This design comes from an exercise in tuning for small area and few clock cycles per item on the open sky130 flow, not from production work.
In this exercise RTL edits were held to simulation tests only and were not proved equivalent to the original.
No activity file was given, so power comes from the tool's default toggle rates.

==> module lprd_out_reg, before the edit <==
module lprd_out_reg (
  input  logic                           clk_i,
  input  logic                           rst_ni,
  input  logic                           load_i,
  input  logic                           data_valid_i,
  input  logic                           arg_end_i,      
  input  logic                           frame_done_i,   
  input  logic [lprd_pkg::ByteW-1:0]     data_byte_i,
  input  logic [lprd_pkg::CurW-1:0]      arg_number_i,
  input  logic [lprd_pkg::CurW-1:0]      arg_count_i,
  input  lprd_pkg::err_e                 error_code_i,
  output logic                           ready_o,
  output logic                           m_valid_o,
  input  logic                           m_ready_i,
  output logic [lprd_pkg::OutTdataW-1:0] m_data_o,
  output logic                           m_last_o,
  output logic                           m_user_o
);
  logic             valid_q, valid_d;
  logic             dv_q;
  logic [ByteW-1:0] byte_q;
  logic [WordW-1:0] arg_number, arg_count;
  assign ready_o = !valid_q || m_ready_i;
  assign valid_d = load_i || (valid_q && !m_ready_i);
  always_ff @(posedge clk_i or negedge rst_ni) begin
    if (!rst_ni) begin
      valid_q <= 1'b0;
    end else begin
      valid_q <= valid_d;
    end
  end
  always_ff @(posedge clk_i) begin
    if (load_i) begin
      dv_q   <= data_valid_i;
      byte_q <= data_byte_i;
    end
  end
  assign arg_number = (dv_q || arg_end_i) ? WordW'(arg_number_i) : '0;
  assign arg_count  = frame_done_i ? WordW'(arg_count_i) : '0;
  assign m_valid_o = valid_q;
  assign m_data_o  = {{TdPadW{1'b0}}, error_code_i, arg_count, arg_end_i, arg_number, byte_q};
  assign m_last_o  = frame_done_i;
  assign m_user_o  = dv_q;
endmodule
==> module lprd_parser, before the edit <==
module lprd_parser (
  input  logic                       clk_i,
  input  logic                       rst_ni,
  input  logic                       step_i,
  input  logic [lprd_pkg::ByteW-1:0] byte_i,
  input  lprd_pkg::lprd_limits_t     limits_i,
  output logic                       data_valid_o,   
  output logic                       arg_end_o,      
  output logic                       frame_done_o,   
  output logic [lprd_pkg::ByteW-1:0] data_byte_o,
  output logic [lprd_pkg::CurW-1:0]  arg_number_o,   
  output logic [lprd_pkg::CurW-1:0]  arg_count_o,    
  output lprd_pkg::err_e             error_code_o    
);
  lprd_pkg::phase_e   phase_q, phase_d;
  lprd_pkg::err_e     err_q, err_d, err_new;
  logic [FieldW-1:0]  pos_q;
  logic [WordW-1:0]   acc_q;      
  logic [WordW-1:0]   fbl_q;      
  logic [CurW-1:0]    cnt_q;      
  logic               cnt_big_q;  
  logic [CurW-1:0]    cur_q;      
  logic               end_q;      
  logic               last_q;     
  logic [WordW-1:0]   acc_new, fbl_dec, acc_dec;
  logic [WordW:0]     fbl_bw, acc_bw;
  logic [CurW-1:0]    cur_inc;
  logic [CurW:0]      cur_cy;
  logic               in_data, field_done, finish, boundary, args_zero;
  logic               fbl_zero, fbl_short;
  logic               ev_done, ok;
  logic               cmp_gt;
  assign acc_new = {acc_q[WordW-ByteW-1:0], byte_i};
  assign fbl_bw[0] = 1'b1;
  assign acc_bw[0] = 1'b1;
  assign cur_cy[0] = 1'b1;
  for (genvar i = 0; i < WordW; i++) begin : g_dec
    assign fbl_dec[i]  = fbl_q[i] ^ fbl_bw[i];
    assign fbl_bw[i+1] = ~fbl_q[i] & fbl_bw[i];
    assign acc_dec[i]  = acc_q[i] ^ acc_bw[i];
    assign acc_bw[i+1] = ~acc_q[i] & acc_bw[i];
  end
  for (genvar i = 0; i < CurW; i++) begin : g_inc
    assign cur_inc[i]  = cur_q[i] ^ cur_cy[i];
    assign cur_cy[i+1] = cur_q[i] & cur_cy[i];
  end
  assign in_data    = (phase_q == PH_ARG_DATA);
  assign field_done = !in_data && (pos_q == '1);
  assign fbl_zero   = (fbl_q[WordW-1:1] == '0);
  assign fbl_short  = (fbl_q[WordW-1:3] == '0) && (fbl_q[2:0] <= 3'd4);
  lprd_cmp u_cmp (
    .sel_frame_i (phase_q == PH_FRAME_LEN),
    .sel_args_i  (phase_q == PH_ARG_COUNT),
    .sel_left_i  (phase_q[1]),
    .max_frame_i (limits_i.max_frame_bytes),
    .max_args_i  (limits_i.max_arguments),
    .left_i      (fbl_q),
    .field_i     (acc_new),
    .gt_o        (cmp_gt)
  );
  always_comb begin
    phase_d   = phase_q;
    err_new   = ERR_NONE;
    finish    = 1'b0;
    boundary  = 1'b0;
    args_zero = 1'b0;
    ev_done   = 1'b0;
    if (in_data) begin
      if (acc_q == WordW'(1)) begin
        finish = 1'b1;
      end
    end else if (field_done) begin
      case (phase_q)
        PH_FRAME_LEN: begin
          if (cmp_gt) begin
            err_new = ERR_TOO_LONG;
          end else if (acc_new < FieldBytes) begin
            err_new = ERR_OVERRUN;
          end else begin
            phase_d = PH_ARG_COUNT;
          end
        end
        PH_ARG_COUNT: begin
          if (cmp_gt) begin
            err_new = ERR_TOO_MANY_ARGS;
          end else begin
            boundary  = 1'b1;
            args_zero = (acc_new == '0);
          end
        end
        default: begin   
          if (cmp_gt) begin
            err_new = ERR_OVERRUN;
          end else if (acc_new == '0) begin
            finish = 1'b1;
          end else begin
            phase_d = PH_ARG_DATA;
          end
        end
      endcase
    end
    if (finish) begin
      boundary  = 1'b1;
      args_zero = last_q;
    end
    if (boundary) begin
      if (args_zero) begin
        if (fbl_zero) begin
          ev_done = 1'b1;
          phase_d = PH_FRAME_LEN;
        end else begin
          err_new = ERR_TRAILING;
        end
      end else if (fbl_short) begin
        err_new = ERR_OVERRUN;
      end else begin
        phase_d = PH_ARG_LEN;
      end
    end
  end
  assign err_d = (err_q != ERR_NONE) ? err_q : err_new;
  assign ok    = (err_d == ERR_NONE);
  assign data_valid_o = ok && in_data;
  assign arg_end_o    = end_q && (err_q == ERR_NONE);
  assign frame_done_o = (phase_q == PH_FRAME_LEN) && (pos_q == '0) && (err_q == ERR_NONE);
  assign data_byte_o  = (ok && in_data) ? byte_i : '0;
  assign arg_number_o = cur_q;
  assign arg_count_o  = cnt_q;
  assign error_code_o = err_q;
  always_ff @(posedge clk_i or negedge rst_ni) begin
    if (!rst_ni) begin
      phase_q <= PH_FRAME_LEN;
      pos_q   <= '0;
      err_q   <= ERR_NONE;
    end else if (step_i) begin
      phase_q <= phase_d;
      if (!in_data) begin
        pos_q <= pos_q + FieldW'(1);
      end
      err_q   <= err_d;
    end
  end
  always_ff @(posedge clk_i) begin
    last_q <= !cnt_big_q && (cnt_q == cur_inc);
  end
  always_ff @(posedge clk_i) begin
    if (step_i) begin
      acc_q <= in_data ? acc_dec : acc_new;
      fbl_q <= (phase_q == PH_FRAME_LEN) ? acc_new : fbl_dec;
      if (phase_q == PH_ARG_COUNT) begin
        cnt_q     <= acc_new[CurW-1:0];
        cnt_big_q <= (acc_new[WordW-1:CurW] != '0);
      end
      if (phase_q == PH_FRAME_LEN) begin
        cur_q <= '0;
      end else if (end_q) begin
        cur_q <= cur_inc;
      end
      end_q <= finish;
    end
  end
endmodule
export LEC_CHECK = 0
export CAP_MARGIN = 20
export CORE_MARGIN = 2
export CORE_UTILIZATION = 40
export SLEW_MARGIN = 20
export SYNTH_HIERARCHICAL = 1
export SYNTH_MINIMUM_KEEP_SIZE = 0
create_clock -name core_clock -period 7.0 [get_ports {clk_i}]
standard.sh (not shown) runs the stock make flow with config.mk's settings and CLKGATE_MAP_FILE= SYNTH_SCRIPT=/design/flow/synth_recipe.tcl, a recipe that flattens the netlist after the stock synthesis.
==> flow/flow/run.sh <==
#!/bin/bash
# The standard layout (standard.sh: the standard flow's synthesis and ORFS steps), with
#  - ABC mapping the logic with an area-oriented script (flow/mysynth.tcl wraps
#    synth_recipe.tcl; the registers are the standard flow's),
#  - smaller port buffers,
#  - a clock tree of fewer, smaller buffers and no dummy loads.
# Each tool's output goes to the ORFS logs under orfs/logs; make's goes to
# standard.log here.
set -euo pipefail
here=$(pwd)
sed "s#${here}/synth_recipe.tcl#${here}/flow/mysynth.tcl#g" standard.sh > flow_standard.sh
grep -q "flow/mysynth.tcl" flow_standard.sh
export BUFFER_PORTS_ARGS="-buffer_cell sky130_fd_sc_hd__buf_1"
export CTS_ARGS="-sink_clustering_enable -repair_clock_nets -dont_use_dummy_load -buf_list {sky130_fd_sc_hd__clkbuf_8} -sink_clustering_size 16 -sink_clustering_max_diameter 50"
bash flow_standard.sh > standard.log 2>&1
==> flow/flow/area.abc <==
strash
&get -n
&st
&synch2
&dch -f
&nf -a -R 1000
&put
topo
dnsize -c
==> flow/flow/mysynth.tcl <==
# The standard flow's synthesis script (synth_recipe.tcl in the work folder), with ABC's
# technology mapping run on an area-oriented script (area.abc beside this file)
# in place of ORFS's speed script. Everything else, registers included, is as
# synth_recipe.tcl makes it.
set my_abc_script [file join [file dirname [file normalize [info script]]] area.abc]
proc abc {args} {
  set i [lsearch -exact $args -script]
  if { $i >= 0 } {
    set args [lreplace $args $i [expr {$i + 1}] -script $::my_abc_script]
  }
  yosys abc {*}$args
}
source [file join [file dirname [file dirname [file normalize [info script]]]] synth_recipe.tcl]
Testbench counts at the start, summed over its fixed seeds: cycles 28,313, items 28,305.
Edit:
--- a/flow/design.v
+++ b/flow/design.v
@@ -61,8 +61,8 @@
   input  logic                           rst_ni,
   input  logic                           load_i,
   input  logic                           data_valid_i,
-  input  logic                           arg_end_i,      
-  input  logic                           frame_done_i,   
+  input  logic                           arg_end_i,
+  input  logic                           frame_done_i,
   input  logic [lprd_pkg::ByteW-1:0]     data_byte_i,
   input  logic [lprd_pkg::CurW-1:0]      arg_number_i,
   input  logic [lprd_pkg::CurW-1:0]      arg_count_i,
@@ -75,7 +75,7 @@
   output logic                           m_user_o
 );
   logic             valid_q, valid_d;
-  logic             dv_q;
+  logic             dv_q, end_q, done_q;
   logic [ByteW-1:0] byte_q;
   logic [WordW-1:0] arg_number, arg_count;
   assign ready_o = !valid_q || m_ready_i;
@@ -90,14 +90,16 @@
   always_ff @(posedge clk_i) begin
     if (load_i) begin
       dv_q   <= data_valid_i;
+      end_q  <= arg_end_i;
+      done_q <= frame_done_i;
       byte_q <= data_byte_i;
     end
   end
-  assign arg_number = (dv_q || arg_end_i) ? WordW'(arg_number_i) : '0;
-  assign arg_count  = frame_done_i ? WordW'(arg_count_i) : '0;
+  assign arg_number = (dv_q || end_q) ? WordW'(arg_number_i) : '0;
+  assign arg_count  = done_q ? WordW'(arg_count_i) : '0;
   assign m_valid_o = valid_q;
-  assign m_data_o  = {{TdPadW{1'b0}}, error_code_i, arg_count, arg_end_i, arg_number, byte_q};
-  assign m_last_o  = frame_done_i;
+  assign m_data_o  = {{TdPadW{1'b0}}, error_code_i, arg_count, end_q, arg_number, byte_q};
+  assign m_last_o  = done_q;
   assign m_user_o  = dv_q;
 endmodule
 import lprd_pkg::*;
@@ -107,9 +109,9 @@
   input  logic                       step_i,
   input  logic [lprd_pkg::ByteW-1:0] byte_i,
   input  lprd_pkg::lprd_limits_t     limits_i,
-  output logic                       data_valid_o,   
-  output logic                       arg_end_o,      
-  output logic                       frame_done_o,   
+  output logic                       data_valid_o,
+  output logic                       arg_end_o,
+  output logic                       frame_done_o,
   output logic [lprd_pkg::ByteW-1:0] data_byte_o,
   output logic [lprd_pkg::CurW-1:0]  arg_number_o,   
   output logic [lprd_pkg::CurW-1:0]  arg_count_o,    
@@ -224,8 +226,8 @@
   assign err_d = (err_q != ERR_NONE) ? err_q : err_new;
   assign ok    = (err_d == ERR_NONE);
   assign data_valid_o = ok && in_data;
-  assign arg_end_o    = end_q && (err_q == ERR_NONE);
-  assign frame_done_o = (phase_q == PH_FRAME_LEN) && (pos_q == '0) && (err_q == ERR_NONE);
+  assign arg_end_o    = ok && finish;
+  assign frame_done_o = ok && ev_done;
   assign data_byte_o  = (ok && in_data) ? byte_i : '0;
   assign arg_number_o = cur_q;
   assign arg_count_o  = cnt_q;
Result: Sequential share of layout area rises by 0.24 points. Setup slack gains 0.027 ns. Die area is about the same. Power came out lower by a quarter to a third. Utilization rose by 0.10 points. Wire length decreases slightly. Global-route usage went down by 0.11 points. Non-clock buffer count is higher by 4. Count of clock-buffer cells in the layout came out higher by 2. Critical path depth is higher by 3.
Testbench counts after the change, summed over its fixed seeds: cycles 28,313, items 28,305.

re-timing with driven ports:
In the flow no input, the clock included, has a driving cell. The finished layouts below were timed again as built, in two steps.
Step 1 (the two cells are an assumption about what drives the block):
set clk [get_ports {clk_i}]
set_driving_cell -lib_cell sky130_fd_sc_hd__clkbuf_16 $clk
set_driving_cell -lib_cell sky130_fd_sc_hd__buf_2 [delete_from_list [all_inputs] $clk]
Step 2 also shifts input and output timing later by t, the mid clock arrival at the registers, as if the neighbouring blocks saw the same clock.
a / b / c = ideal ports / drivers / drivers and shift; a / b = the first two.
| run | t, ns | setup WS [ns] | worst setup path after step 2 | slew at the worst register clock pin (ns) | cell pins on the clock port's net |
|---|---|---|---|---|---|
| the first run | 0.573 | 0.361 / 0.361 / 0.049 | input to register | 0.10 / 0.10 | 1 |
| the second run | 0.589 | 0.387 / 0.387 / -0.023 | input to register | 0.10 / 0.10 | 1 |
With both steps, setup timing fails in the second run, where it was met with ideal ports. The setup slack of the second run, which loses most, moves by 0.000 ns with the drivers and by -0.410 ns with both steps.
